Background: an optimization exercise with open tools, aiming at small area, a short achievable clock period and few clock cycles per item. Do not read the settings as production practice.
Only simulation tests tie the RTL to the original design; equivalence was not proved.
Power and IR drop assume default switching activity.

**flow/constraint.sdc**
```tcl
create_clock -name core_clock -period 5.5 [get_ports {clk}]
set_input_delay 1.1000 -clock core_clock [delete_from_list [all_inputs] [get_ports {clk}]]
set_output_delay 1.1000 -clock core_clock [all_outputs]
set_load 0.01 [all_outputs]
```
**flow/config.mk**
```make
export PLATFORM = sky130hd
export DESIGN_NAME = net_2core2dr
export DESIGN_NICKNAME = net_2core2dr
export VERILOG_FILES = /design/flow/design.v
export SDC_FILE = /design/flow/constraint.sdc
export NUM_CORES = 4
export LEC_CHECK = 0
export CAP_MARGIN = 20
export CORE_AREA = 10 10 550 550
export DIE_AREA = 0 0 560 560
export SLEW_MARGIN = 20
```
**flow/design.v**
```verilog
`default_nettype none
package net_pkg;
  localparam int NID_W  = 2;   
  localparam int NUM_DR = 2;   
  typedef logic [NID_W-1:0]          node_id_t;
  typedef logic [$clog2(NUM_DR)-1:0] dr_id_t;
  typedef logic [3:0]                l2_tag_t;
  typedef logic [31:0]               paddr_t;
  typedef logic [63:0]               line_t;
  typedef logic [2:0]                cmd_t;
  localparam int DR_W     = $clog2(NUM_DR);
  localparam int REQ_W    = NID_W + DR_W + 4 + 3 + 32;
  localparam int DISP_W   = NID_W + DR_W + 4 + 32 + 64;
  localparam int SNACK_W  = NID_W + DR_W + 4 + 32 + 64;
  typedef struct packed {
    node_id_t nid;
    dr_id_t   drid;
    l2_tag_t  l2id;
    cmd_t     cmd;
    paddr_t   paddr;
  } l2todr_req_t;
  typedef struct packed {
    node_id_t nid;
    dr_id_t   drid;
    l2_tag_t  l2id;
    paddr_t   paddr;
    line_t    line;
  } l2todr_disp_t;
  typedef struct packed {
    node_id_t nid;
    dr_id_t   drid;
    l2_tag_t  l2id;
    paddr_t   paddr;
    line_t    line;
  } drtol2_snack_t;
endpackage
`default_nettype wire
`default_nettype none
`timescale 1ns/10ps
module net_rr_arbiter #(
  parameter int N = 4
) (
  input  logic         clk,
  input  logic         rst_n,
  input  logic [N-1:0] req,
  input  logic         advance,   
  output logic [N-1:0] grant
);
  localparam int PTR_W = (N > 1) ? $clog2(N) : 1;
  typedef logic [PTR_W-1:0] ptr_t;
  ptr_t ptr;        
  ptr_t win_idx;
  ptr_t next_ptr;
  always_comb begin
    int   idx;
    logic found;
    grant   = '0;
    win_idx = ptr;
    found   = 1'b0;
    for (int k = 0; k < N; k++) begin
      idx = int'(ptr) + k;
      if (idx >= N) idx = idx - N;
      if (!found && req[idx]) begin
        grant[idx] = 1'b1;
        win_idx    = ptr_t'(idx);
        found      = 1'b1;
      end
    end
  end
  assign next_ptr = (int'(win_idx) == N - 1) ? '0 : win_idx + ptr_t'(1);
  always_ff @(posedge clk) begin
    if (!rst_n) begin
      ptr <= '0;
    end else if (advance) begin
      ptr <= next_ptr;   
    end
  end
endmodule
`default_nettype wire
`default_nettype none
`timescale 1ns/10ps
module net_out_buffer #(
  parameter int W = net_pkg::REQ_W
) (
  input  logic         clk,
  input  logic         rst_n,
  input  logic         in_valid,
  output logic         in_full,
  input  logic [W-1:0] in_pkt,
  output logic         out_valid,
  input  logic         out_retry,
  output logic [W-1:0] out_pkt
);
  logic [W-1:0] mem0;
  logic [W-1:0] mem1;
  logic         wr_ptr;
  logic         rd_ptr;
  logic [1:0]   count;    
  logic         push;
  logic         pop;
  assign in_full   = (count == 2'd2);
  assign out_valid = (count != 2'd0);
  assign out_pkt   = rd_ptr ? mem1 : mem0;   
  assign push = in_valid && !in_full;
  assign pop  = out_valid && !out_retry;
  always_ff @(posedge clk) begin
    if (!rst_n) begin
      wr_ptr <= 1'b0;
      rd_ptr <= 1'b0;
      count  <= 2'd0;
    end else begin
      if (push) begin
        wr_ptr <= ~wr_ptr;
      end
      if (pop) begin
        rd_ptr <= ~rd_ptr;
      end
      case ({push, pop})
        2'b10:   count <= count + 2'd1;
        2'b01:   count <= count - 2'd1;
        default: count <= count;   
      endcase
    end
  end
  always_ff @(posedge clk) begin
    if (push && !wr_ptr) mem0 <= in_pkt;
    if (push &&  wr_ptr) mem1 <= in_pkt;
  end
endmodule
`default_nettype wire
`default_nettype none
`timescale 1ns/10ps
module net_l2todr_switch #(
  parameter int NUM_SRC = 4,
  parameter int W       = net_pkg::REQ_W
) (
  input  logic                         clk,
  input  logic                         rst_n,
  input  logic [NUM_SRC-1:0]           src_valid,
  output logic [NUM_SRC-1:0]           src_retry,
  input  logic [NUM_SRC*W-1:0]         src_pkt,
  output logic [net_pkg::NUM_DR-1:0]   dr_valid,
  input  logic [net_pkg::NUM_DR-1:0]   dr_retry,
  output logic [net_pkg::NUM_DR*W-1:0] dr_pkt
);
  localparam int NUM_DR = net_pkg::NUM_DR;
  localparam int NID_W  = net_pkg::NID_W;
  localparam int DR_W   = net_pkg::DR_W;
  localparam int DRID_LSB = W - NID_W - DR_W;
  logic [NUM_SRC-1:0] dr_req   [NUM_DR];
  logic [NUM_SRC-1:0] dr_grant [NUM_DR];
  logic [NUM_DR-1:0]  dr_full;
  always_comb begin
    for (int d = 0; d < NUM_DR; d++) begin
      for (int i = 0; i < NUM_SRC; i++) begin
        dr_req[d][i] = src_valid[i] &&
                       (src_pkt[i*W + DRID_LSB +: DR_W] == d[DR_W-1:0]);
      end
    end
  end
  for (genvar d = 0; d < NUM_DR; d++) begin : g_dr
    logic         push;      
    logic [W-1:0] win_pkt;
    assign push = |dr_grant[d] && !dr_full[d];
    always_comb begin
      win_pkt = src_pkt[0 +: W];
      for (int i = 0; i < NUM_SRC; i++) begin
        if (dr_grant[d][i]) win_pkt = src_pkt[i*W +: W];
      end
    end
    net_rr_arbiter #(
      .N(NUM_SRC)
    ) u_arb (
      .clk,
      .rst_n,
      .req     (dr_req[d]),
      .advance (push),
      .grant   (dr_grant[d])
    );
    net_out_buffer #(
      .W(W)
    ) u_buf (
      .clk,
      .rst_n,
      .in_valid  (|dr_grant[d]),
      .in_full   (dr_full[d]),
      .in_pkt    (win_pkt),
      .out_valid (dr_valid[d]),
      .out_retry (dr_retry[d]),
      .out_pkt   (dr_pkt[d*W +: W])
    );
  end
  always_comb begin
    for (int i = 0; i < NUM_SRC; i++) begin
      src_retry[i] = 1'b1;
      for (int d = 0; d < NUM_DR; d++) begin
        if (dr_grant[d][i] && !dr_full[d]) src_retry[i] = 1'b0;
      end
    end
  end
endmodule
`default_nettype wire
`default_nettype none
`timescale 1ns/10ps
module net_snack_router #(
  parameter int NUM_SRC = 4
) (
  input  logic                         clk,
  input  logic                         rst_n,
  input  logic [net_pkg::NUM_DR-1:0]   dr_valid,
  output logic [net_pkg::NUM_DR-1:0]   dr_retry,
  input  logic [net_pkg::NUM_DR*net_pkg::SNACK_W-1:0] dr_snack,
  output logic [NUM_SRC-1:0]           l2_valid,
  input  logic [NUM_SRC-1:0]           l2_retry,
  output logic [NUM_SRC*net_pkg::SNACK_W-1:0]         l2_snack
);
  localparam int NUM_DR = net_pkg::NUM_DR;
  localparam int NID_W  = net_pkg::NID_W;
  localparam int DR_W   = net_pkg::DR_W;
  localparam int W = net_pkg::SNACK_W;
  logic [NUM_DR-1:0]  node_req   [NUM_SRC];
  logic [NUM_DR-1:0]  node_grant [NUM_SRC];
  logic [NUM_SRC-1:0] node_full;
  always_comb begin
    for (int n = 0; n < NUM_SRC; n++) begin
      for (int d = 0; d < NUM_DR; d++) begin
        node_req[n][d] = dr_valid[d] && (dr_snack[d*W + W - NID_W +: NID_W] == n[NID_W-1:0]);
      end
    end
  end
  for (genvar n = 0; n < NUM_SRC; n++) begin : g_node
    logic         push;
    logic [W-1:0] win_snack;
    assign push = |node_grant[n] && !node_full[n];
    always_comb begin
      win_snack = dr_snack[0 +: W];
      for (int d = 0; d < NUM_DR; d++) begin
        if (node_grant[n][d]) win_snack = dr_snack[d*W +: W];
      end
    end
    net_rr_arbiter #(
      .N(NUM_DR)
    ) u_arb (
      .clk,
      .rst_n,
      .req     (node_req[n]),
      .advance (push),
      .grant   (node_grant[n])
    );
    net_out_buffer #(
      .W(W)
    ) u_buf (
      .clk,
      .rst_n,
      .in_valid  (|node_grant[n]),
      .in_full   (node_full[n]),
      .in_pkt    (win_snack),
      .out_valid (l2_valid[n]),
      .out_retry (l2_retry[n]),
      .out_pkt   (l2_snack[n*W +: W])
    );
  end
  always_comb begin
    for (int d = 0; d < NUM_DR; d++) begin
      dr_retry[d] = 1'b1;
      for (int n = 0; n < NUM_SRC; n++) begin
        if (node_grant[n][d] && !node_full[n]) dr_retry[d] = 1'b0;
      end
    end
  end
endmodule
`default_nettype wire
`default_nettype none
`timescale 1ns/10ps
module net_2core2dr #(
  parameter int NUM_SRC = 4
) (
  input  logic                       clk,
  input  logic                       rst_n,
  input  logic [NUM_SRC-1:0]         l2todr_req_valid,
  output logic [NUM_SRC-1:0]         l2todr_req_retry,
  input  logic [NUM_SRC*net_pkg::REQ_W-1:0]           l2todr_req,
  output logic [net_pkg::NUM_DR-1:0] dr_req_valid,
  input  logic [net_pkg::NUM_DR-1:0] dr_req_retry,
  output logic [net_pkg::NUM_DR*net_pkg::REQ_W-1:0]   dr_req,
  input  logic [NUM_SRC-1:0]         l2todr_disp_valid,
  output logic [NUM_SRC-1:0]         l2todr_disp_retry,
  input  logic [NUM_SRC*net_pkg::DISP_W-1:0]          l2todr_disp,
  output logic [net_pkg::NUM_DR-1:0] dr_disp_valid,
  input  logic [net_pkg::NUM_DR-1:0] dr_disp_retry,
  output logic [net_pkg::NUM_DR*net_pkg::DISP_W-1:0]  dr_disp,
  input  logic [net_pkg::NUM_DR-1:0] dr_snack_valid,
  output logic [net_pkg::NUM_DR-1:0] dr_snack_retry,
  input  logic [net_pkg::NUM_DR*net_pkg::SNACK_W-1:0] dr_snack,
  output logic [NUM_SRC-1:0]         l2_snack_valid,
  input  logic [NUM_SRC-1:0]         l2_snack_retry,
  output logic [NUM_SRC*net_pkg::SNACK_W-1:0]         l2_snack
);
  net_l2todr_switch #(
    .NUM_SRC (NUM_SRC),
    .W       (net_pkg::REQ_W)
  ) u_req_switch (
    .clk,
    .rst_n,
    .src_valid (l2todr_req_valid),
    .src_retry (l2todr_req_retry),
    .src_pkt   (l2todr_req),
    .dr_valid  (dr_req_valid),
    .dr_retry  (dr_req_retry),
    .dr_pkt    (dr_req)
  );
  net_l2todr_switch #(
    .NUM_SRC (NUM_SRC),
    .W       (net_pkg::DISP_W)
  ) u_disp_switch (
    .clk,
    .rst_n,
    .src_valid (l2todr_disp_valid),
    .src_retry (l2todr_disp_retry),
    .src_pkt   (l2todr_disp),
    .dr_valid  (dr_disp_valid),
    .dr_retry  (dr_disp_retry),
    .dr_pkt    (dr_disp)
  );
  net_snack_router #(
    .NUM_SRC(NUM_SRC)
  ) u_snack_router (
    .clk,
    .rst_n,
    .dr_valid (dr_snack_valid),
    .dr_retry (dr_snack_retry),
    .dr_snack (dr_snack),
    .l2_valid (l2_snack_valid),
    .l2_retry (l2_snack_retry),
    .l2_snack (l2_snack)
  );
endmodule
`default_nettype wire
```
**flow/run.sh**
```bash
#!/bin/bash
# synth_recipe.tcl (not shown) runs the flow's synth.tcl, then flattens the netlist and writes it again
# the make line also repeats each setting of config.mk as NAME=value (left out here)
make -C /OpenROAD-flow-scripts/flow DESIGN_CONFIG=/design/flow/config.mk WORK_HOME=/design/flow/orfs CLKGATE_MAP_FILE= SYNTH_SCRIPT=/design/flow/synth_recipe.tcl finish
```
==> run notes, run 1 <==
Floorplan
The initial core utilization is 23.67%. The overall die area is 0.3136 sq mm. The I/O pin count is 1526.

From bottom edge to top edge, the die measures 560 microns. The placeable core region is 0.2906 sq mm. Measured along the x axis, the die boundary spans 560 microns.

The initialized floorplan defines 198 standard-cell rows.

Timing
Setup repair after global routing left no endpoint under its margin. The worst path uses 96.41% of the clock period. The final count of negative-setup-slack endpoints is 0.

The post-route clock skew is 0.05967 ns. Based on the critical path, the design can be clocked at up to 0.1886 GHz. The worst path in the final design needs a cycle of 5.303 ns, including I/O delays and setup.

In the final timing run, aggregate negative setup slack is 0 ns. The slew of the pin with the lowest slew margin is 1.330 ns. The final max-slew violation count is 0. The worst pin sits at a relative slew slack of 11.31%. Final hold analysis gives a worst-case slack of 0.5021 ns. The number of hold violations in the final report is 0.

Routing
The detailed-route via count is 48260. Before antenna repair, the detailed router went through 6 iterations. The post-detailed-route count of antenna-violating nets is 0. The residual DRC count is 0.

For this block, the routed nets add up to 322600 microns of wire. The average routed wire per standard cell is 31.69 microns. The detailed router's first-iteration violation count is 4270. The via-per-instance ratio is 4.740.

Synthesis
The number of synthesized flops with an enable pin is 1404. In the post-synthesis netlist, the biggest area contributors are sky130_fd_sc_hd__edfxtp_1 (61%), sky130_fd_sc_hd__mux2_2 (18%), sky130_fd_sc_hd__mux2i_1 (4.4%). The post-synthesis cell count is 4510. The cell type with the highest aggregate area in the netlist is sky130_fd_sc_hd__edfxtp_1. The post-synthesis cell area is 0.06878 sq mm. The top cell type by area accounts for 61.30% of the synthesized area. The average size of a mapped cell is 15.25 sq um.

After synthesis, the netlist uses 60 different library cells. In this run, synthesis produced a sequential element count of 1448. The most used flip-flop cell after synthesis is sky130_fd_sc_hd__edfxtp_1.

The synthesis warning total is 16. Of all flip-flops after synthesis, the portion carrying an async set or reset was 0%. The part of the Yosys area used for sequential elements is 62.58%.

Setup path
In this run the worst path has a maximum fanout of 7. The sort of element at the end of the critical path is a primary output. The cell occurring most often along the worst timing path is sky130_fd_sc_hd__clkdlybuf4s50_1. The most critical setup path has its startpoint at l2todr_req[39]. Traced cell by cell, the critical path runs through clkdlybuf4s50_1 -> nor2b_1 -> mux4_2 -> nand2_1 -> o21ai_0 -> a211o_1 -> a22oi_1 -> clkdlybuf4s50_1. The worst setup path is of the primary input to primary output kind.

The type of element launching the critical path is a primary input. Data on the critical path arrives at its endpoint at 4.20 ns. The combined buffer and inverter count along the critical path is 2.

The start of the worst register-to-register path is u_disp_switch.g_dr[0].u_arb.ptr[1]. The largest stage delay on the critical path is 0.73 ns. For this design, the slowest cell found on the critical path is sky130_fd_sc_hd__clkdlybuf4s50_1. The cell type group with the largest total delay on the critical path is buffers and inverters. The required arrival time at the worst endpoint is 4.40 ns.

Clock network
The cell sitting at the root of the clock tree is a sky130_fd_sc_hd__clkbuf_16. The post-cts resize count is 1. The number of buffers inserted for hold repair after clock tree synthesis is 0. The number of buffers on the longest clock path is 4. The later pin in the worst-skew pair is clocked with a latency of 0.82 ns. The TritonCTS clock tree is built.

The number of buffers created by CTS is 172. The TritonCTS sink count is 1448. CTS built an H-tree with a depth of 4. After clock tree synthesis, the clock-pin slew on the worst setup and hold paths is 0.06 ns. Post-CTS timing repair inserted 0 buffers for setup.

Global route
The number of global-route vias before repair was 48800. Across every metal layer, demand over resource in global routing totals 19.37%. The total global routing overflow is 0. The pin count of the biggest net entering global routing is 142. The initial antenna violation count is 158. The global-route wire length before repair is 429600 microns.

Placed design
During placement, the flow inserted port buffers numbering 1525. After legalization and detailed placement, the total HPWL measured 247800 microns. The number of placed instances with taps included is 9795.

The placer's final routability congestion estimate is 0.9362.

Pwr
Summed over all cells, the static leakage comes to 0.03354 uW. In this run the power density over the cells is 585.2 mW/mm^2. The peak supply drop is 0.5137 mV.

Worst hold path
The min-delay analysis places its worst path in the category flop to flop. The startpoint identified for the worst hold timing path is u_disp_switch.g_dr[1].u_buf.count[1].

Layout
The area used by multi-input combinational logic is 0.02450 sq mm. The core occupancy in the finished layout is 32.78%. The area used by sequential logic in the layout is 0.04307 sq mm.

The library cell used most frequently in the layout, excluding fill and tap cells, is sky130_fd_sc_hd__clkdlybuf4s50_1. Cells with a size suffix above 1 make up 25.73% of the layout. The post-synthesis to final-layout area growth is 38.51%. The library cells used most frequently in the layout, excluding fill and tap cells, are sky130_fd_sc_hd__clkdlybuf4s50_1 (1524), sky130_fd_sc_hd__edfxtp_1 (1404), sky130_fd_sc_hd__mux2_2 (1107).

The finished layout holds 10180 standard cells, fillers aside. The number of inserted filler cells in the final layout is 28460. The number of nets at the end of the flow is 6915.

Flow run
The number of maximum-capacitance violations is 0.

Outcome
The run finished with no timing, DRC or antenna violations.
cells by family after synthesis:
| logic type | after synthesis | synth area share [%] |
|---|---|---|
| flops | 1448 | 62.58 |
| compound gates | 725 | 7.946 |
| fa+ha+maj | 39 | 0.7095 |
| mux | 1417 | 22.84 |
| simple gates | 515 | 3.322 |
| buf+inv | 330 | 2.150 |
| xor+xnor | 36 | 0.4584 |
per-layer routing:
layer | track usage [%] | vias up | wire length [microns]
li1 | - | 20790 | -
met1 | 21.91 | 24750 | 121600
met2 | 33.80 | 2158 | 161200
met3 | 6.476 | 513 | 27660
met4 | 7.184 | 46 | 11800
met5 | 0 | - | 284
through the flow:
stage	setup WS (ns)	power [uW]	cell area (sq um)
final	0.1973	55750	95270
after global routing	0.02285	58110	95190
after CTS	0.04081	56270	95020
after detailed placement	0.2384	44870	89640
after global placement	0.2153	44620	89640
after floorplan	-1.175	31580	68820
path summary, 6_finish.rpt:
kind | end | slack [ns] | depth (start not counted)
max reg2reg | u_disp_switch.g_dr[0].u_buf.mem1[92] | 1.13 | 12
min | u_disp_switch.g_dr[1].u_buf.count[1] | 0.50 | 2
min reg2reg | u_disp_switch.g_dr[1].u_buf.count[1] | 0.50 | 2
max | l2todr_req_retry[1] | 0.20 | 8
registers in the layout, summed over array words and instances, names as in the netlist:
signal                              flops
u_disp_switch.g_dr.u_buf.mem1         206
u_disp_switch.g_dr.u_buf.mem0         206
u_snack_router.g_node.u_buf.count       8
u_req_switch.g_dr.u_buf.mem0           84
u_snack_router.g_node.u_buf.mem0      412
u_req_switch.g_dr.u_arb.ptr             4
u_req_switch.g_dr.u_buf.count           4
u_snack_router.g_node.u_buf.rd_ptr      4
u_snack_router.g_node.u_arb.ptr         4
u_req_switch.g_dr.u_buf.wr_ptr          2
u_req_switch.g_dr.u_buf.mem1           84
u_snack_router.g_node.u_buf.wr_ptr      4
u_disp_switch.g_dr.u_buf.rd_ptr         2
u_snack_router.g_node.u_buf.mem1      412
u_disp_switch.g_dr.u_buf.wr_ptr         2
u_req_switch.g_dr.u_buf.rd_ptr          2
u_disp_switch.g_dr.u_buf.count          4
u_disp_switch.g_dr.u_arb.ptr            4
where the power goes:
group          internal (uW)  leakage, uW  switching (uW)
Combinational          11300       0.0175           15200
Sequential             17100       0.0134            1010
Clock                   6450      0.00260            4690
area by class of cell:
type                            instances  share of cell area (%)
Antenna cell                           84                  0.2206
Clock buffer                          212                   4.698
Clock inverter                         88                  0.9430
Inverter                               21                 0.08274
Multi-Input combinational cell       2732                   25.72
Sequential cell                      1448                   45.21
Tap cell                             3900                   5.122
Timing Repair Buffer                 1695                   18.00
worst reg2reg max path: cells and delay by family (launching register included):
family          cells  cell delay, ns
compound gates      2            0.46
fa+ha+maj           1            0.37
buf+inv             5            0.97
flops               1            0.46
mux                 1            0.57
simple gates        3            0.50
synthesized netlist by cell type (4+ instances only):
library cell,number
sky130_fd_sc_hd__o211ai_1,8
sky130_fd_sc_hd__o41ai_4,4
sky130_fd_sc_hd__nand2b_1,28
sky130_fd_sc_hd__a21oi_1,34
sky130_fd_sc_hd__mux2i_1,299
sky130_fd_sc_hd__or3_1,12
sky130_fd_sc_hd__dfxtp_1,44
sky130_fd_sc_hd__nand3b_1,7
sky130_fd_sc_hd__mux2_2,1107
sky130_fd_sc_hd__and2_1,7
sky130_fd_sc_hd__ha_1,39
sky130_fd_sc_hd__clkbuf_1,198
sky130_fd_sc_hd__buf_4,17
sky130_fd_sc_hd__nand3_1,10
sky130_fd_sc_hd__buf_2,39
sky130_fd_sc_hd__nor3b_1,8
sky130_fd_sc_hd__a22oi_1,10
sky130_fd_sc_hd__nor2_1,350
sky130_fd_sc_hd__or2_2,11
sky130_fd_sc_hd__xnor2_1,28
sky130_fd_sc_hd__buf_1,38
sky130_fd_sc_hd__buf_6,17
sky130_fd_sc_hd__inv_1,17
sky130_fd_sc_hd__edfxtp_1,1404
sky130_fd_sc_hd__a221oi_1,4
sky130_fd_sc_hd__a31oi_1,9
sky130_fd_sc_hd__a211oi_1,302
sky130_fd_sc_hd__xor2_1,8
sky130_fd_sc_hd__nand2_1,37
sky130_fd_sc_hd__o21ai_0,24
sky130_fd_sc_hd__inv_2,4
sky130_fd_sc_hd__nor2b_1,25
sky130_fd_sc_hd__mux4_2,11
sky130_fd_sc_hd__nor3_1,7
sky130_fd_sc_hd__a21o_1,298
Testbench counts, summed over its fixed seeds: cycles 4,970, items 16,000.
==> inputs of run 2 (changes only) <==
--- a/flow/design.v
+++ b/flow/design.v
@@ -47,31 +47,23 @@
   output logic [N-1:0] grant
 );
-  localparam int PTR_W = (N > 1) ? $clog2(N) : 1;
-  typedef logic [PTR_W-1:0] ptr_t;
-  ptr_t ptr;        
-  ptr_t win_idx;
-  ptr_t next_ptr;
-  always_comb begin
-    int   idx;
-    logic found;
-    grant   = '0;
-    win_idx = ptr;
-    found   = 1'b0;
-    for (int k = 0; k < N; k++) begin
-      idx = int'(ptr) + k;
-      if (idx >= N) idx = idx - N;
-      if (!found && req[idx]) begin
-        grant[idx] = 1'b1;
-        win_idx    = ptr_t'(idx);
-        found      = 1'b1;
-      end
+  logic [N-1:0] prio;
+  always_comb begin
+    logic [2*N-1:0] dbl;
+    logic [2*N-1:0] gnt2;
+    logic           seen;
+    dbl  = {req, req};
+    gnt2 = '0;
+    seen = 1'b0;
+    for (int k = 0; k < 2*N; k++) begin
+      if (k < N && prio[k]) seen = 1'b1;
+      if (seen && dbl[k] && !(|gnt2)) gnt2[k] = 1'b1;
     end
+    grant = gnt2[N-1:0] | gnt2[2*N-1:N];
   end
-  assign next_ptr = (int'(win_idx) == N - 1) ? '0 : win_idx + ptr_t'(1);
   always_ff @(posedge clk) begin
     if (!rst_n) begin
-      ptr <= '0;
+      prio <= N'(1);
     end else if (advance) begin
-      ptr <= next_ptr;   
+      prio <= {grant[N-2:0], grant[N-1]};   
     end
   end
@@ -86,5 +78,5 @@
   input  logic         rst_n,
   input  logic         in_valid,
-  output logic         in_full,
+  output logic         in_ready,
   input  logic [W-1:0] in_pkt,
   output logic         out_valid,
@@ -92,38 +84,14 @@
   output logic [W-1:0] out_pkt
 );
-  logic [W-1:0] mem0;
-  logic [W-1:0] mem1;
-  logic         wr_ptr;
-  logic         rd_ptr;
-  logic [1:0]   count;    
-  logic         push;
-  logic         pop;
-  assign in_full   = (count == 2'd2);
-  assign out_valid = (count != 2'd0);
-  assign out_pkt   = rd_ptr ? mem1 : mem0;   
-  assign push = in_valid && !in_full;
-  assign pop  = out_valid && !out_retry;
+  assign in_ready = !out_valid || !out_retry;
   always_ff @(posedge clk) begin
     if (!rst_n) begin
-      wr_ptr <= 1'b0;
-      rd_ptr <= 1'b0;
-      count  <= 2'd0;
-    end else begin
-      if (push) begin
-        wr_ptr <= ~wr_ptr;
-      end
-      if (pop) begin
-        rd_ptr <= ~rd_ptr;
-      end
-      case ({push, pop})
-        2'b10:   count <= count + 2'd1;
-        2'b01:   count <= count - 2'd1;
-        default: count <= count;   
-      endcase
+      out_valid <= 1'b0;
+    end else if (in_ready) begin
+      out_valid <= in_valid;
     end
   end
   always_ff @(posedge clk) begin
-    if (push && !wr_ptr) mem0 <= in_pkt;
-    if (push &&  wr_ptr) mem1 <= in_pkt;
+    if (in_ready) out_pkt <= in_pkt;
   end
 endmodule
@@ -150,5 +118,5 @@
   logic [NUM_SRC-1:0] dr_req   [NUM_DR];
   logic [NUM_SRC-1:0] dr_grant [NUM_DR];
-  logic [NUM_DR-1:0]  dr_full;
+  logic [NUM_DR-1:0]  dr_ready;
   always_comb begin
     for (int d = 0; d < NUM_DR; d++) begin
@@ -162,9 +130,10 @@
     logic         push;      
     logic [W-1:0] win_pkt;
-    assign push = |dr_grant[d] && !dr_full[d];
+    logic [W-1:0] out_pkt;
+    assign push = |dr_req[d] && dr_ready[d];
     always_comb begin
-      win_pkt = src_pkt[0 +: W];
+      win_pkt = '0;
       for (int i = 0; i < NUM_SRC; i++) begin
-        if (dr_grant[d][i]) win_pkt = src_pkt[i*W +: W];
+        win_pkt = win_pkt | ({W{dr_grant[d][i]}} & src_pkt[i*W +: W]);
       end
     end
@@ -183,11 +152,15 @@
       .clk,
       .rst_n,
-      .in_valid  (|dr_grant[d]),
-      .in_full   (dr_full[d]),
+      .in_valid  (|dr_req[d]),
+      .in_ready  (dr_ready[d]),
       .in_pkt    (win_pkt),
       .out_valid (dr_valid[d]),
       .out_retry (dr_retry[d]),
-      .out_pkt   (dr_pkt[d*W +: W])
+      .out_pkt   (out_pkt)
     );
+    always_comb begin
+      dr_pkt[d*W +: W] = out_pkt;
+      dr_pkt[d*W + DRID_LSB +: DR_W] = d[DR_W-1:0];
+    end
   end
   always_comb begin
@@ -195,5 +168,5 @@
       src_retry[i] = 1'b1;
       for (int d = 0; d < NUM_DR; d++) begin
-        if (dr_grant[d][i] && !dr_full[d]) src_retry[i] = 1'b0;
+        if (dr_grant[d][i] && dr_ready[d]) src_retry[i] = 1'b0;
       end
     end
@@ -217,54 +190,50 @@
   localparam int NUM_DR = net_pkg::NUM_DR;
   localparam int NID_W  = net_pkg::NID_W;
-  localparam int DR_W   = net_pkg::DR_W;
   localparam int W = net_pkg::SNACK_W;
-  logic [NUM_DR-1:0]  node_req   [NUM_SRC];
-  logic [NUM_DR-1:0]  node_grant [NUM_SRC];
-  logic [NUM_SRC-1:0] node_full;
+  logic [NUM_DR-1:0]  grant;
+  logic               ready;
+  logic               push;
+  logic [W-1:0]       win_snack;
+  logic [NUM_SRC-1:0] win_dec;
+  logic [W-1:0]       held;
+  assign ready = !(|(l2_valid & l2_retry));
+  assign push  = |dr_valid && ready;
+  net_rr_arbiter #(
+    .N(NUM_DR)
+  ) u_arb (
+    .clk,
+    .rst_n,
+    .req     (dr_valid),
+    .advance (push),
+    .grant   (grant)
+  );
   always_comb begin
+    win_snack = '0;
+    for (int d = 0; d < NUM_DR; d++) begin
+      win_snack = win_snack | ({W{grant[d]}} & dr_snack[d*W +: W]);
+    end
     for (int n = 0; n < NUM_SRC; n++) begin
-      for (int d = 0; d < NUM_DR; d++) begin
-        node_req[n][d] = dr_valid[d] && (dr_snack[d*W + W - NID_W +: NID_W] == n[NID_W-1:0]);
-      end
+      win_dec[n] = win_snack[W-NID_W +: NID_W] == n[NID_W-1:0];
     end
   end
-  for (genvar n = 0; n < NUM_SRC; n++) begin : g_node
-    logic         push;
-    logic [W-1:0] win_snack;
-    assign push = |node_grant[n] && !node_full[n];
-    always_comb begin
-      win_snack = dr_snack[0 +: W];
-      for (int d = 0; d < NUM_DR; d++) begin
-        if (node_grant[n][d]) win_snack = dr_snack[d*W +: W];
-      end
+  always_ff @(posedge clk) begin
+    if (!rst_n) begin
+      l2_valid <= '0;
+    end else if (ready) begin
+      l2_valid <= win_dec & {NUM_SRC{|dr_valid}};
+    end
+  end
+  always_ff @(posedge clk) begin
+    if (ready) held <= win_snack;
+  end
+  always_comb begin
+    for (int n = 0; n < NUM_SRC; n++) begin
+      l2_snack[n*W +: W] = held;
+      l2_snack[n*W + W - NID_W +: NID_W] = n[NID_W-1:0];
     end
-    net_rr_arbiter #(
-      .N(NUM_DR)
-    ) u_arb (
-      .clk,
-      .rst_n,
-      .req     (node_req[n]),
-      .advance (push),
-      .grant   (node_grant[n])
-    );
-    net_out_buffer #(
-      .W(W)
-    ) u_buf (
-      .clk,
-      .rst_n,
-      .in_valid  (|node_grant[n]),
-      .in_full   (node_full[n]),
-      .in_pkt    (win_snack),
-      .out_valid (l2_valid[n]),
-      .out_retry (l2_retry[n]),
-      .out_pkt   (l2_snack[n*W +: W])
-    );
   end
   always_comb begin
     for (int d = 0; d < NUM_DR; d++) begin
-      dr_retry[d] = 1'b1;
-      for (int n = 0; n < NUM_SRC; n++) begin
-        if (node_grant[n][d] && !node_full[n]) dr_retry[d] = 1'b0;
-      end
+      dr_retry[d] = !(grant[d] && ready);
     end
   end
==> run 2 against run 1 <==
Flip-flop and latch count down 1035. Count of clock-buffer cells in the layout down 142. Synthesized cell count down 60%. Register-to-register slack better by 0.88 ns. Die area unchanged. Worst setup slack better by 0.48 ns. Clock power down 61%. Area after synthesis down 67%. First-iteration DRC count down 43%. Clock skew down 0.030 ns.
==> run notes, run 2 <==
Synthesis
For this run, asynchronously set or reset flops after synthesis account for 0%. In the synthesized netlist the dominant register cell turns out to be sky130_fd_sc_hd__edfxtp_1. The fraction of synthesized cell area taken by the top area cell type is 50.55%. The most common cell in the netlist is sky130_fd_sc_hd__edfxtp_1.

The cell type with the highest aggregate area in the netlist is sky130_fd_sc_hd__edfxtp_1. In this run, synthesis inferred 387 flip-flops with an integrated enable. After synthesis the cells add up to 0.02299 sq mm. After synthesis, the cell types taking the most area are sky130_fd_sc_hd__edfxtp_1 (51%), sky130_fd_sc_hd__a22o_1 (13%), sky130_fd_sc_hd__a221o_1 (12%). The post-synthesis register bit count is 413. The average size of a mapped cell is 12.60 sq um. During synthesis, Yosys emitted a total of 19 warnings. Ranked by instance count, the synthesized netlist is headed by sky130_fd_sc_hd__edfxtp_1 (387), sky130_fd_sc_hd__a22o_1 (349), sky130_fd_sc_hd__buf_4 (322). The post-synthesis cell type count is 54. The post-synthesis cell count is 1825. The part of the Yosys area used for sequential elements is 52.81%.

Layout
The post-synthesis to final-layout area growth is 85.77%. Of the cells placed in the final design, the portion with a size suffix greater than 1 is 5.629%. The library cells used most frequently in the layout, excluding fill and tap cells, are sky130_fd_sc_hd__clkdlybuf4s50_1 (1513), sky130_fd_sc_hd__edfxtp_1 (387), sky130_fd_sc_hd__a22o_1 (348).

The largest registers in the layout are u_disp_switch.g_dr.u_buf.out_pkt x204, u_snack_router.held x101, u_req_switch.g_dr.u_buf.out_pkt x82. The flip-flop count of the largest register, all copies and words added is 204. Leaving out fill and tap cells, the most frequent cell in the layout is sky130_fd_sc_hd__clkdlybuf4s50_1. At the end of the flow, the number of nets in the layout was 3777. u_disp_switch.g_dr.u_buf.out_pkt holds more flip-flops than any other register.

Routing
The detailed router's first-iteration violation count is 2447. After detailed routing, the met3 layer carries 39570 microns of wire. Detailed routing placed a total of 116800 microns of wire on met2. The residual DRC count is 0.

After detailed routing, the average wire length per cell comes to 38.30 microns. The via-per-instance ratio is 3.508. The detailed-route via count is 24520.

The final routed wirelength across all metal layers is 267700 microns. The post-route met1 wirelength is 101200 microns. In this run the remaining antenna-violating nets after routing total 0. The total iterations of the first detailed-routing run is 5.

Routed signal wires occupy layers up through met5.

Worst hold path
The worst hold path belongs to the class flop to flop.

Timing
Of the available clock period, the critical path in the final layout requires 87.68%. The total negative setup slack is 0 ns. The fmax is 0.2074 GHz. The slew of the pin with the lowest slew margin is 1.104 ns.

The final max-slew violation count is 0. Setup repair after global routing left no endpoint under its margin. Clock skew on the completed layout was measured at 0.03001 ns. Setup violations remaining at the end of the flow were counted as 0. The number of hold violations in the final report is 0.

The minimum period implied by the final worst setup slack is 4.823 ns. In the post-route analysis, the smallest setup slack over all paths is 0.6774 ns. In this run the tightest slew margin relative to its limit is 26.38%.

Placed design
The congestion estimate from routability-driven global placement came to 0.9769. Buffers placed on the I/O ports in this run total 1513. The post-place setup slack is 0.5940 ns.

Detailed placement ended at an HPWL of 231900 microns.

Clock network
The clock net in this run drives a total of 413 sinks. The number of buffers on the longest clock path is 3. The post-CTS setup buffer count is 0. The tree is rooted in a sky130_fd_sc_hd__clkbuf_16. For this design, the CTS-stage hold fixing added 0 buffers.

The post-cts resize count is 0. The maximum level of the CTS H-tree is 2. Clock-pin slew was measured on the worst setup and hold paths at 0.07 ns. TritonCTS built the clock tree. Buffers inserted during clock tree synthesis total 59. The clock latency on the worst-skew pair is 0.74 ns.

Global route
The initial antenna violation count is 242. The combined global-route utilization of all metal layers is 16.12%. The first global-routing pass estimated 324700 microns of wire. Entering global routing, the biggest net connects 104 pins.

The number of global-route vias before repair is 24210. The total global routing overflow is 0.

Pwr
The total power per unit cell area is 335.4 mW/mm^2. VDD sags by at most 0.3037 mV. The clock network is responsible for 30.0% of the overall power. The switching power summed over all nets is 5242 uW. The internal power is 9082 uW.

The switching share of power is 36.60%. The leakage dissipation is 0.01438 uW. The part of the total power dissipated in combinational logic is 34.8%.

The sequential group share of total power is 35.3%. The overall power consumption is 14320 uW.

Setup path
The worst setup path is captured at a primary output. Of all nets on the critical path, the largest fanout is 5. The worst setup path is of the primary input to primary output kind. STA classifies the critical path startpoint as a primary input. The data arrival time of the critical path is 3.72 ns. The required arrival time at the worst endpoint is 4.40 ns.

Floorplan
In this run the horizontal extent of the chip is 560 microns. In this run the core area contains 198 standard-cell rows. The placeable core region is 0.2906 sq mm. For this configuration, the core starts out at a cell density of 7.911%. The overall die area is 0.3136 sq mm. The floorplan die height is 560 microns. The I/O pin count is 1526.

Outcome
The run finished with no timing, DRC or antenna violations.

Flow run
The number of maximum-capacitance violations is 0.
## run 2: kinds of logic (layout without fill, tap and decap cells)
group	count (synthesis)	after routing	share of synthesized area, %
flops	413	413	52.81
simple gates	148	148	3.157
compound gates	778	778	30.06
other cells	2	82	0.03267
mux	4	4	0.1959
buf+inv	480	1665	13.74
## run 2: worst max-delay path, stage by stage
cell                              delay [ns]
sky130_fd_sc_hd__clkdlybuf4s50_1        0.59
sky130_fd_sc_hd__nor2b_1                0.40
sky130_fd_sc_hd__a21oi_1                0.14
sky130_fd_sc_hd__a31oi_1                0.33
sky130_fd_sc_hd__nor2_4                 0.07
sky130_fd_sc_hd__a21boi_0               0.26
sky130_fd_sc_hd__clkdlybuf4s50_1        0.80
## run 2: power by group through the flow
stage | Sequential [uW] | Clock, uW | Combinational, uW
2_1_floorplan | 4650 | 0 | 1710
3_3_place_gp | 5130 | 0 | 5050
3_5_place_dp | 5130 | 0 | 5060
4_1_cts | 5080 | 4480 | 5080
5_1_grt | 5090 | 4550 | 5190
6_report | 5050 | 4290 | 4980
## run 2: routing by layer
metal / track usage, % / vias to the layer above
met5: 0 / -
met4: 4.441 / 156
met3: 9.761 / 495
met2: 25.27 / 2040
met1: 18.41 / 12130
li1: - / 9696
## run 2: area by class of cell
class | instances | area (sq um)
fillers | 32460 | 247900
repair buffers | 1553 | 15510
flip-flops and latches | 413 | 12140
multi-input cells | 942 | 7900
well taps | 3900 | 4880
clock buffers | 70 | 1559
clock inverters | 40 | 539.3
diodes | 70 | 175.2
inverters | 2 | 7.507
## run 2: worst paths after layout
| check | from | end | slack (ns) | cells past startpoint |
|---|---|---|---|---|
| worst max-delay path | l2todr_disp[100] | l2todr_disp_retry[1] | 0.68 | 7 |
| worst min-delay path | u_disp_switch.g_dr[1].u_arb.prio[3] | u_disp_switch.g_dr[1].u_arb.prio[3] | 0.50 | 2 |
| worst max register to register | u_disp_switch.g_dr[1].u_arb.prio[0] | u_disp_switch.g_dr[1].u_buf.out_pkt[34] | 2.01 | 6 |
| worst min register to register | u_disp_switch.g_dr[1].u_arb.prio[3] | u_disp_switch.g_dr[1].u_arb.prio[3] | 0.50 | 2 |
## run 2: per-stage QoR
step	hold slack (ns)	instances	area, sq um	util [%]
floorplan	0.4378	1835	23040	-
global placement	0.4585	6809	40400	13.90
detailed placement	0.4762	6809	40400	13.90
CTS	0.4936	6919	42500	14.63
global route	0.5024	6933	42570	14.65
finish	0.4971	6990	42710	14.70
Testbench counts of run 2, summed over its fixed seeds: cycles 4,998, items 16,000.
==> inputs of run 3 (changes only) <==
--- a/flow/design.v
+++ b/flow/design.v
@@ -116,57 +116,82 @@
   localparam int DR_W   = net_pkg::DR_W;
   localparam int DRID_LSB = W - NID_W - DR_W;
-  logic [NUM_SRC-1:0] dr_req   [NUM_DR];
-  logic [NUM_SRC-1:0] dr_grant [NUM_DR];
-  logic [NUM_DR-1:0]  dr_ready;
+  logic [NUM_SRC-1:0] to_dr  [NUM_DR];   
+  logic [NUM_SRC-1:0] tok    [NUM_DR];   
+  logic [NUM_SRC-1:0] take   [NUM_DR];   
+  logic [NUM_DR-1:0]  ready;
+  logic [NUM_SRC-1:0] acc;               
   always_comb begin
     for (int d = 0; d < NUM_DR; d++) begin
       for (int i = 0; i < NUM_SRC; i++) begin
-        dr_req[d][i] = src_valid[i] &&
-                       (src_pkt[i*W + DRID_LSB +: DR_W] == d[DR_W-1:0]);
+        to_dr[d][i] = src_pkt[i*W + DRID_LSB +: DR_W] == d[DR_W-1:0];
       end
     end
   end
+  assign ready = ~(dr_valid & dr_retry);
+  always_comb begin
+    for (int d = 0; d < NUM_DR; d++) take[d] = tok[d] & {NUM_SRC{ready[d]}};
+    for (int i = 0; i < NUM_SRC; i++) begin
+      src_retry[i] = 1'b1;
+      for (int d = 0; d < NUM_DR; d++) begin
+        if (to_dr[d][i] && take[d][i]) src_retry[i] = 1'b0;
+      end
+    end
+    acc = src_valid & ~src_retry;
+  end
   for (genvar d = 0; d < NUM_DR; d++) begin : g_dr
-    logic         push;      
+    logic         push;        
     logic [W-1:0] win_pkt;
     logic [W-1:0] out_pkt;
-    assign push = |dr_req[d] && dr_ready[d];
+    logic [NUM_SRC-1:0] wait_d;    
+    logic [NUM_SRC-1:0] fresh;     
+    logic [NUM_SRC-1:0] cand;
+    logic [NUM_SRC-1:0] pick;
+    logic [NUM_SRC-1:0] prio;      
+    logic [NUM_SRC-1:0] prio_nx;
+    assign push = |(take[d] & src_valid & to_dr[d]);
     always_comb begin
       win_pkt = '0;
       for (int i = 0; i < NUM_SRC; i++) begin
-        win_pkt = win_pkt | ({W{dr_grant[d][i]}} & src_pkt[i*W +: W]);
+        win_pkt = win_pkt | ({W{take[d][i]}} & src_pkt[i*W +: W]);
+      end
+    end
+    always_ff @(posedge clk) begin
+      if (!rst_n) begin
+        dr_valid[d] <= 1'b0;
+      end else if (ready[d]) begin
+        dr_valid[d] <= push;
       end
     end
-    net_rr_arbiter #(
-      .N(NUM_SRC)
-    ) u_arb (
-      .clk,
-      .rst_n,
-      .req     (dr_req[d]),
-      .advance (push),
-      .grant   (dr_grant[d])
-    );
-    net_out_buffer #(
-      .W(W)
-    ) u_buf (
-      .clk,
-      .rst_n,
-      .in_valid  (|dr_req[d]),
-      .in_ready  (dr_ready[d]),
-      .in_pkt    (win_pkt),
-      .out_valid (dr_valid[d]),
-      .out_retry (dr_retry[d]),
-      .out_pkt   (out_pkt)
-    );
+    always_ff @(posedge clk) begin
+      if (ready[d]) out_pkt <= win_pkt;
+    end
     always_comb begin
       dr_pkt[d*W +: W] = out_pkt;
       dr_pkt[d*W + DRID_LSB +: DR_W] = d[DR_W-1:0];
     end
-  end
-  always_comb begin
-    for (int i = 0; i < NUM_SRC; i++) begin
-      src_retry[i] = 1'b1;
-      for (int d = 0; d < NUM_DR; d++) begin
-        if (dr_grant[d][i] && dr_ready[d]) src_retry[i] = 1'b0;
+    assign wait_d  = src_valid & to_dr[d] & ~acc;
+    assign fresh   = acc | ~src_valid;
+    assign prio_nx = push ? {tok[d][NUM_SRC-2:0], tok[d][NUM_SRC-1]} : prio;
+    assign cand    = (|wait_d) ? wait_d : (|acc) ? acc : fresh;
+    always_comb begin
+      logic [2*NUM_SRC-1:0] dbl;
+      logic [2*NUM_SRC-1:0] gnt2;
+      logic                 seen;
+      dbl  = {cand, cand};
+      gnt2 = '0;
+      seen = 1'b0;
+      for (int k = 0; k < 2*NUM_SRC; k++) begin
+        if (k < NUM_SRC && prio_nx[k]) seen = 1'b1;
+        if (seen && dbl[k] && !(|gnt2)) gnt2[k] = 1'b1;
+      end
+      pick = gnt2[NUM_SRC-1:0] | gnt2[2*NUM_SRC-1:NUM_SRC];
+    end
+    always_ff @(posedge clk) begin
+      if (!rst_n) begin
+        prio   <= NUM_SRC'(1);
+        tok[d] <= NUM_SRC'(1);
+      end else begin
+        prio   <= prio_nx;
+        tok[d] <= pick;
       end
     end
==> flow/flow/run.sh (new file) <==
#!/bin/bash
# The standard layout, with every port buffered by the smallest
# plain buffer instead of the delay buffer buffer_ports picks by default
set -euo pipefail
export BUFFER_PORTS_ARGS="-buffer_cell sky130_fd_sc_hd__buf_1"
bash standard.sh > standard.log 2>&1
==> flow/standard.sh (new file) <==
#!/bin/bash
# synth_recipe.tcl (not shown) runs the flow's synth.tcl, then flattens the netlist and writes it again
# the make line also repeats each setting of config.mk as NAME=value (left out here)
make -C /OpenROAD-flow-scripts/flow DESIGN_CONFIG=/design/flow/config.mk WORK_HOME=/design/flow/orfs CLKGATE_MAP_FILE= SYNTH_SCRIPT=/design/flow/synth_recipe.tcl "${@:-finish}"
--- a/flow/config.mk
+++ b/flow/config.mk
@@ -9,3 +9,4 @@
 export CORE_AREA = 10 10 550 550
 export DIE_AREA = 0 0 560 560
+export SETUP_SLACK_MARGIN = 2.6
 export SLEW_MARGIN = 20
removed: flow/run.sh
==> run 3 against run 2 <==
Worst hold slack lost 0.024 ns. Sequential share of layout area grew 6.9 points. Synthesized cell count rose by 19%. Largest cell class is now flip-flops and latches. Largest power group unchanged. Highest routed layer unchanged.
==> run notes, run 3 <==
Outcome
The flow ran to the end and the layout has no timing, DRC or antenna violations.

Worst hold path
The path class of the tightest hold or removal check is flop to flop.

Layout
The count of cells in the finished layout, fillers not included, comes to 7424. In the final layout, the share of cells above drive strength 1 is 9.207%. The area used by multi-input combinational logic is 0.008702 sq mm. The largest registers in the layout are u_disp_switch.g_dr.out_pkt x204, u_snack_router.held x101, u_req_switch.g_dr.out_pkt x82. The register with the most flip-flops in the layout has 204 of them.

The library cell used most frequently in the layout, excluding fill and tap cells, is sky130_fd_sc_hd__buf_1. The number of inserted filler cells in the final layout is 33470. In the layout the commonest cells are sky130_fd_sc_hd__buf_1 (1473), sky130_fd_sc_hd__a22oi_1 (575), sky130_fd_sc_hd__edfxtp_1 (387). The post-synthesis to final-layout area growth is 49.17%.

After the last flow step, the layout net total stands at 4201. Across the whole layout, storage elements account for 0.01249 sq mm. The register bank with the most flops is u_disp_switch.g_dr.out_pkt.

Placed design
Routability-driven placement finished with a final weighted congestion of 1.011. The total of buffers placed on input and output ports is 1513. The HPWL after detailed placement is 208400 microns. Once placement completed, the tool counted placed cells totaling 7162.

Synthesis
The post-synthesis register bit count is 429. The post-synthesis cell area is 0.02370 sq mm. The portion of synthesized area spent on multiplexers is 1.172%.

Among all cell types in the netlist, the one instantiated most often is sky130_fd_sc_hd__a22oi_1. The flip-flop cell with the highest count after synthesis is sky130_fd_sc_hd__edfxtp_1. The number of synthesized flops with an enable pin is 387. The adder-cell share of the synthesized area is 0%. The average size of a mapped cell is 10.87 sq um.

sky130_fd_sc_hd__edfxtp_1 takes more of the synthesized area than any other cell. The share of synthesized flip-flops with an asynchronous set or reset is 0%. The synthesis warning total is 28.

The post-synthesis cell type count is 71. Synthesis produced 2180 cells. The part of the Yosys area used for sequential elements is 52.59%.

The fraction of synthesized cell area taken by the top area cell type is 49.04%. In the synthesized netlist, the cells that appear most often are sky130_fd_sc_hd__a22oi_1 (577), sky130_fd_sc_hd__edfxtp_1 (387), sky130_fd_sc_hd__nand2_1 (323). The simple-gate share of the synthesized area is 7.403%. By area, the combinational part of the netlist is dominated by compound AO/OA/AOI/OAI gates. The post-synthesis compound-gate area fraction is 25.95%. The xor and xnor area share after synthesis is 0%. In the post-synthesis netlist, the biggest area contributors are sky130_fd_sc_hd__edfxtp_1 (49%), sky130_fd_sc_hd__a22oi_1 (18%), sky130_fd_sc_hd__buf_4 (10%).

Timing
The post-route clock skew is 0.05223 ns. The final period utilization is 55.52%. Setup repair after global routing could not meet its margin everywhere.

The final max-slew violation count is 0. The final count of negative-setup-slack endpoints is 0. For this run, the top clock speed supported by timing is 0.3275 GHz. The total negative setup slack is 0 ns.

The worst slew margin relative to its limit is 21.89%. The minimum period implied by the final worst setup slack is 3.054 ns. The slew of the pin with the lowest slew margin is 1.170 ns. The number of hold violations in the final report was 0.

Setup path
The type of element launching the critical path is a primary input. At the worst endpoint, the required time is 4.40 ns. The sort of element at the end of the critical path is a primary output. STA puts the critical path data arrival time at 1.95 ns. By startpoint and endpoint, the worst setup path is classified as primary input to primary output. The peak fanout along the critical path is 5.

Routing
The residual DRC count is 0. The detailed-route via count is 27380. Dividing the detail-routed via count by the number of cells gives 3.688. The average routed wire per standard cell is 32.91 microns. The detailed router's first-iteration violation count is 4106.

The pre-antenna-repair detailed-routing pass consisted of 6 iterations. The post-detailed-route count of antenna-violating nets is 0. After detailed routing, the total wire length is 244300 microns.

Global route
After global routing the overflow that remains totals 0. The number of global-route vias before repair is 25520. The first global-routing pass estimated 300400 microns of wire. The combined global-route utilization of all metal layers is 14.48%. The initial antenna violation count is 216. The pin count of the biggest net entering global routing is 106.

Clock network
The maximum level of the CTS H-tree is 2. Clock tree synthesis found a total of 429 sinks. After clock tree synthesis, the clock-pin slew on the worst setup and hold paths is 0.06 ns. The clock root buffer is sky130_fd_sc_hd__clkbuf_16. The number of buffers created by CTS is 56. The TritonCTS clock tree is built. The clock latency on the worst-skew pair is 0.76 ns. In this run the deepest clock path goes through 3 buffers.

Floorplan
The placement row count is 198. Pin placement for this block handled 1526 I/O pins. The placeable core region is 0.2906 sq mm. In this run the horizontal extent of the chip is 560 microns. The floorplan die height is 560 microns. The die covers 0.3136 sq mm. The initial core utilization is 8.154%.

Pwr
For this design the ratio of total power to cell area is 442.2 mW/mm^2. The analysis attributes to net switching a power of 7000 uW. The internal power is 8631 uW. The switching share of power is 44.78%.

The leakage dissipation is 0.01190 uW. The sequential group share of total power is 37.1%. Combinational logic burns 36.7% of the power. The clock network is responsible for 26.2% of the overall power. IR analysis of the VDD net gives a maximum drop of 0.2368 mV.

Flow run
Max-cap violations in this run came to 0.
==> run 3: cell count changes after synthesis, sizes merged, moves of 31 or more <==
cell,previous run,this run
a22oi,52,577
a221o,287,1
a22o,349,104
nand2,78,323
buf,396,332
clkbuf,82,141
nor2,10,50
o21ai,48,17
==> run 3: area by class of cell <==
type,count,share of cell area (%)
sequential,429,35.33
multi-input combinational,1280,24.62
timing repair buffer,1611,19.83
tap,3900,13.80
clock buffer,59,3.996
clock inverter,47,1.646
antenna,81,0.5734
inverter,17,0.1982
==> run 3: metrics by stage <==
| stage | cell area (sq um) | total power [uW] | worst slack [ns] | utilization (%) | hold WS [ns] |
|---|---|---|---|---|---|
| detailed placement | 31960 | 11090 | 1.413 | 11.00 | 0.4557 |
| CTS | 34990 | 15550 | 2.244 | 12.04 | 0.4705 |
| global route | 35210 | 16030 | 2.419 | 12.12 | 0.5000 |
| global placement | 31960 | 11080 | 1.475 | 11.00 | 0.4530 |
| floorplan | 24040 | 7892 | 1.360 | - | 0.4321 |
| finish | 35350 | 15630 | 2.446 | 12.16 | 0.4734 |
==> run 3: logic make-up after synthesis <==
family | after synthesis
compound gates | 801
buf+inv | 490
simple gates | 431
flops | 429
mux | 27
other cells | 2
==> run 3: final timing paths <==
| kind | slack [ns] | end | cells after the start | from |
|---|---|---|---|---|
| setup / recovery | 2.45 | dr_snack_retry[0] | 5 | dr_snack_valid[1] |
| hold / removal | 0.47 | u_req_switch.g_dr[1].prio[1] | 2 | u_req_switch.g_dr[1].prio[1] |
| setup reg to reg | 2.74 | u_disp_switch.g_dr[1].out_pkt[76] | 6 | u_disp_switch.dr_valid[1] |
| hold reg to reg | 0.47 | u_req_switch.g_dr[1].prio[1] | 2 | u_req_switch.g_dr[1].prio[1] |
==> run 3: metal layers <==
layer,vias up,wire length [microns],track usage [%]
li1,10710,-,-
met1,13640,97580,18.23
met2,2465,98410,20.36
met3,447,37200,8.105
met4,116,10370,5.489
met5,-,776,0
==> run 3: timing repair <==
item                       4_1_cts  5_1_grt
buffers inserted                55        7
pin swaps                       13        7
gates cloned                    10        3
gates resized for setup        104       19
setup endpoints to repair       74       15
hold buffers                     0        0
==> run 3: power groups by stage <==
stage	Combinational (uW)	Clock [uW]	Sequential, uW
floorplan	2400	0	5490
global placement	5140	0	5940
detailed placement	5150	0	5930
CTS	5590	4210	5750
global route	5920	4300	5810
finish	5730	4100	5800
==> run 3: worst max-delay path, stage by stage <==
cell,delay (ns)
sky130_fd_sc_hd__buf_1,0.31
sky130_fd_sc_hd__nor2_4,0.11
sky130_fd_sc_hd__o21a_4,0.24
sky130_fd_sc_hd__nand2_2,0.09
sky130_fd_sc_hd__buf_6,0.10
Testbench counts of run 3, summed over its fixed seeds: cycles 5,087, items 16,000.
==> inputs of run 4 (changes only) <==
--- a/flow/design.v
+++ b/flow/design.v
@@ -151,5 +151,5 @@
     assign push = |(take[d] & src_valid & to_dr[d]);
     always_comb begin
-      win_pkt = '0;
+      win_pkt = {W{!ready[d]}} & out_pkt;
       for (int i = 0; i < NUM_SRC; i++) begin
         win_pkt = win_pkt | ({W{take[d][i]}} & src_pkt[i*W +: W]);
@@ -164,5 +164,5 @@
     end
     always_ff @(posedge clk) begin
-      if (ready[d]) out_pkt <= win_pkt;
+      out_pkt <= win_pkt;
     end
     always_comb begin
@@ -217,4 +217,6 @@
   localparam int W = net_pkg::SNACK_W;
   logic [NUM_DR-1:0]  grant;
+  logic               prio;        
+  logic               busy;        
   logic               ready;
   logic               push;
@@ -222,19 +224,25 @@
   logic [NUM_SRC-1:0] win_dec;
   logic [W-1:0]       held;
-  assign ready = !(|(l2_valid & l2_retry));
+  logic [W-1:0]       next_snack;
+  assign busy  = |(l2_valid & l2_retry);
+  assign ready = !busy;
   assign push  = |dr_valid && ready;
-  net_rr_arbiter #(
-    .N(NUM_DR)
-  ) u_arb (
-    .clk,
-    .rst_n,
-    .req     (dr_valid),
-    .advance (push),
-    .grant   (grant)
-  );
+  assign grant[0] = dr_valid[0] && (!prio || !dr_valid[1]);
+  assign grant[1] = dr_valid[1] && ( prio || !dr_valid[0]);
+  always_ff @(posedge clk) begin
+    if (!rst_n) begin
+      prio <= 1'b0;
+    end else if (push) begin
+      prio <= grant[0];
+    end
+  end
+  assign dr_retry[0] = busy || (dr_valid[1] &&  prio);
+  assign dr_retry[1] = busy || (dr_valid[0] && !prio);
   always_comb begin
-    win_snack = '0;
+    win_snack  = '0;
+    next_snack = {W{busy}} & held;
     for (int d = 0; d < NUM_DR; d++) begin
-      win_snack = win_snack | ({W{grant[d]}} & dr_snack[d*W +: W]);
+      win_snack  = win_snack | ({W{grant[d]}} & dr_snack[d*W +: W]);
+      next_snack = next_snack | ({W{grant[d] && ready}} & dr_snack[d*W +: W]);
     end
     for (int n = 0; n < NUM_SRC; n++) begin
@@ -250,5 +258,5 @@
   end
   always_ff @(posedge clk) begin
-    if (ready) held <= win_snack;
+    held <= next_snack;
   end
   always_comb begin
@@ -258,9 +266,4 @@
     end
   end
-  always_comb begin
-    for (int d = 0; d < NUM_DR; d++) begin
-      dr_retry[d] = !(grant[d] && ready);
-    end
-  end
 endmodule
 `default_nettype wire
==> run 4 against run 3 <==
Clock power fell by 6.1%. Die area did not move. Highest routed layer unchanged. Fmax rose by 0.23%. Final cell count rose by 5.3%. Sequential share of layout area fell by 9.1 points. Critical path depth did not move.
==> run notes, run 4 <==
Outcome
The flow ran to the end and the layout has no timing, DRC or antenna violations.

Layout
The register bank with the most flops is u_disp_switch.g_dr.out_pkt. The number of non-filler instances in the completed layout is 7817. The most common library cell in the layout ignoring fill and taps is sky130_fd_sc_hd__buf_1. The library cells used most frequently in the layout, excluding fill and tap cells, are sky130_fd_sc_hd__buf_1 (1459), sky130_fd_sc_hd__a22oi_1 (582), sky130_fd_sc_hd__dfxtp_1 (385).

Cells with a size suffix above 1 make up 8.676% of the layout. The register with the most flip-flops in the layout has 204 of them. The largest registers in the layout are u_disp_switch.g_dr.out_pkt x204, u_snack_router.held x101, u_req_switch.g_dr.out_pkt x82. The net count of the finished layout is 4582.

The post-route standard cell area excluding fillers is 0.03301 sq mm. The post-synthesis to final-layout area growth is 48.56%.

Pwr
The sequential group share of total power is 35.3%. Dividing total power by cell area gives a power density of 429.5 mW/mm^2. In this run switching power makes up 45.53% of total power. The part of the total power dissipated in combinational logic is 37.5%. The leakage dissipation is 0.01130 uW.

The internal power of the cells totals 7724 uW. The peak supply drop is 0.2625 mV. The clock network is responsible for 27.2% of the overall power. The switching power summed over all nets is 6457 uW.

Timing
The minimum period implied by the final worst setup slack is 3.047 ns. The slew of the pin with the lowest slew margin is 1.200 ns. The final period utilization is 55.39%. After routing, the total negative slack on setup checks comes to 0 ns.

In the post-route analysis, the smallest setup slack over all paths is 2.453 ns. Headroom to the max-slew limit came out at 19.93%. The final max-slew violation count is 0. The number of hold violations in the final report came to 0. Setup repair after global routing could not meet its margin everywhere. The final count of negative-setup-slack endpoints is 0.

The post-route clock skew is 0.07700 ns. The fmax is 0.3282 GHz.

Placed design
The total of buffers placed on input and output ports is 1513. Routability-driven placement finished with a final weighted congestion of 0.9480. The placed wire-length estimate after detailed placement is 217700 microns.

The number of placed instances with taps included is 7581. The total cell area at the placement stage is 0.03022 sq mm. Timing analysis after detailed placement gives a worst setup slack of 1.552 ns.

Floorplan
In this run the vertical extent of the chip is 560 microns. The core region is 0.2906 sq mm. The die covers 0.3136 sq mm. The I/O pin count is 1526. From left edge to right edge, the die measures 560 microns. The initial core utilization is 7.647%. Row generation in the floorplan step produced 198 rows.

Synthesis
In this run, synthesis inferred 0 flip-flops with an integrated enable. The post-synthesis cell count is 2628. The flip-flop cell with the highest count after synthesis is sky130_fd_sc_hd__dfxtp_1. The most common cell in the netlist is sky130_fd_sc_hd__a22oi_1. The average size of a mapped cell is 8.456 sq um.

The post-synthesis register bit count is 428. Yosys mapped the design onto 76 distinct sky130hd cell types. Of all flip-flops after synthesis, the portion carrying an async set or reset was 0%. The post-synthesis cell area is 0.02222 sq mm.

The synthesis warning total is 25. By count the netlist is led by sky130_fd_sc_hd__a22oi_1 (584), sky130_fd_sc_hd__dfxtp_1 (428), sky130_fd_sc_hd__nand2_1 (332). The biggest area contributor in the post-synthesis netlist is sky130_fd_sc_hd__dfxtp_1. Summed over its instances, the top area cell type makes up 38.56% of the synthesized netlist area. In the post-synthesis netlist, the biggest area contributors are sky130_fd_sc_hd__dfxtp_1 (39%), sky130_fd_sc_hd__a22oi_1 (20%), sky130_fd_sc_hd__buf_4 (11%). Sequential cells were found to cover 38.56% of the synthesized design area.

Worst hold path
In this run the most critical hold path is launched from u_disp_switch.g_dr[1].prio[2]. The class of the most critical hold timing path is flop to flop. Counting instances, the worst hold path has a depth of 2. The end point of the most critical hold path is u_disp_switch.g_dr[1].prio[2].

Global route
The global-route wire length before repair is 310600 microns. The number of global-route vias before repair is 27020. Entering global routing, the biggest net connects 106 pins. The met1 layer usage reported by global route is 14.80%.

The global routing stage identified its most utilized layer as met2. The met2 demand-to-capacity share in global routing is 26.00%. Global routing used 7.758% of the available met3 tracks.

The initial antenna violation count is 253. The total overflow left after global routing is 0. Global routing used 15.00% of the available tracks across all layers.

Setup path
The data arrival time of the critical path is 1.95 ns. The endpoint identified for the worst register-to-register timing path is u_disp_switch.tok[1][2]. Measured in cells, the most critical reg-to-reg path has a length of 9. The peak fanout along the critical path is 6. The start of the worst register-to-register path is u_disp_switch.dr_valid[1]. The required arrival time at the worst endpoint is 4.40 ns. The critical path is of the primary input to primary output type. The sort of element at the end of the critical path is a primary output.

The critical path launch point is dr_disp_retry[0]. The worst setup path is launched from a primary input. For flop-to-flop paths, the worst setup slack is 2.84 ns.

Clock network
CTS placed an instance of sky130_fd_sc_hd__clkbuf_16 at the clock tree root. For this design, the sink count on the clock tree is 428. The maximum level of the CTS H-tree is 2. The number of buffers created by CTS is 56. The clock latency on the worst-skew pair is 0.75 ns. The number of buffers on the longest clock path is 3. The clock slew seen by the registers of the worst setup and hold paths is 0.06 ns. TritonCTS built the clock tree.

Flow run
Across the run, the number of max-cap violations was 0.

Routing
For this block, the initial DRC count from the detailed router was 3444. In this run the remaining antenna-violating nets after routing total 0. Summed over all layers, the routed wires come to 252600 microns.

The average routed wire per standard cell is 32.32 microns. For this run, the detailed router's first-pass iteration total came to 13. For this block, the via count after detailed routing is 28970. The via-per-instance ratio is 3.706.

The residual DRC count is 0.
==> run 4: changes by cell type after synthesis, sizes merged, moves of 20 or more <==
cell,before,now
a222oi,0,103
a22o,104,2
clkbuf,141,172
dfxtp,42,428
edfxtp,387,0
inv,17,115
nand3,8,293
nor2,50,30
==> run 4: power by group through the flow <==
stage	clock network, uW	logic (uW)	registers, uW
final	3850	5320	5010
after global placement	0	5150	5050
after floorplan	0	2490	4860
after detailed placement	0	5150	5060
after CTS	3980	5340	5010
after global routing	4070	5640	5080
==> run 4: what timing repair did <==
item / 4_1_cts / 5_1_grt
pin swaps: 8 / 4
gates cloned: 3 / 1
endpoints found under the setup margin: 127 / 35
buffers inserted: 27 / 6
hold buffers: 0 / 0
gates resized for setup: 165 / 11
==> run 4: worst max-delay path by stage <==
stage / to / slack (ns) / depth (start not counted)
6_report: l2todr_disp_retry[1] / 2.45 / 5
4_1_cts: l2todr_disp_retry[1] / 2.36 / 5
3_3_place_gp: u_snack_router.held[28] / 0.26 / 7
5_1_grt: l2todr_disp_retry[1] / 2.44 / 5
2_1_floorplan: l2todr_disp_retry[2] / 2.56 / 5
3_5_place_dp: l2todr_disp_retry[1] / 1.55 / 5
==> run 4: cells by family after synthesis <==
logic type / count (synthesis) / synth area share [%]
buffers and inverters: 635 / 16.30
muxes: 26 / 1.233
and+or+nand+nor: 719 / 14.63
AOI/OAI and AO/OA: 818 / 29.24
DFF: 428 / 38.56
other: 2 / 0.03379
==> run 4: metrics by stage <==
step | hold slack [ns] | total power, uW | utilization [%]
final | 0.4661 | 14180 | 11.36
after global routing | 0.5106 | 14790 | 11.34
after CTS | 0.4609 | 14330 | 11.25
after detailed placement | 0.4571 | 10210 | 10.40
after global placement | 0.4593 | 10200 | 10.39
after floorplan | 0.4326 | 7351 | -
==> run 4: metal layers <==
layer	share of wire, %	vias up
met5	0.43	-
met4	5.5	154
li1	-	11930
met2	48	2417
met3	13	645
met1	33	13820
==> run 4: area by class of cell <==
class / instances / area, sq um
Antenna cell: 102 / 255.2
Clock buffer: 75 / 1513
Clock inverter: 22 / 297.8
Fill cell: 34030 / 257600
Inverter: 116 / 440.4
Multi-Input combinational cell: 1577 / 10280
Sequential cell: 428 / 8670
Tap cell: 3900 / 4880
Timing Repair Buffer: 1597 / 6675
==> run 4: worst max-delay path, stage by stage <==
cell and delay (ns):
sky130_fd_sc_hd__buf_6 0.13, sky130_fd_sc_hd__a21bo_2 0.25, sky130_fd_sc_hd__o22ai_4 0.16, sky130_fd_sc_hd__inv_2 0.08, sky130_fd_sc_hd__buf_4 0.19
Testbench counts of run 4, summed over its fixed seeds: cycles 5,087, items 16,000.

## re-timing with driven ports
No port has a modelled driver above. Below, the same layouts with a new extraction and two added sets of constraints. Step 1 (the two cells are an assumption about what drives the block):
set clk [get_ports {clk}]
set_driving_cell -lib_cell sky130_fd_sc_hd__clkbuf_16 $clk
set_driving_cell -lib_cell sky130_fd_sc_hd__buf_2 [delete_from_list [all_inputs] $clk]
Step 2 times the ports against the registers' clock, not the clock port: input delays grow and output delays shrink by t, the midpoint of the rising clock arrivals with the driver on. Three values: no drivers, after step 1, after step 2; two values: the first two.
| run | shift t [ns] | setup slack, ns | worst setup path at the end | clock arrival spread, ns | worst register clock-pin slew, ns |
|---|---|---|---|---|---|
| run 1 | 0.907 | 0.197 / 0.098 / 0.098 | input to output | 0.077 / 0.077 | 0.07 / 0.07 |
| run 2 | 0.805 | 0.677 / 0.596 / 0.596 | input to output | 0.032 / 0.032 | 0.07 / 0.07 |
| run 3 | 0.800 | 2.446 / 2.231 / 1.817 | input to register | 0.080 / 0.080 | 0.07 / 0.07 |
| run 4 | 0.793 | 2.453 / 2.145 / 1.865 | input to register | 0.089 / 0.089 | 0.07 / 0.07 |
After both steps setup and hold are still met in every run listed. For run 3, which loses most, drivers alone change the setup slack by -0.215 ns; drivers and shift together by -0.629 ns.
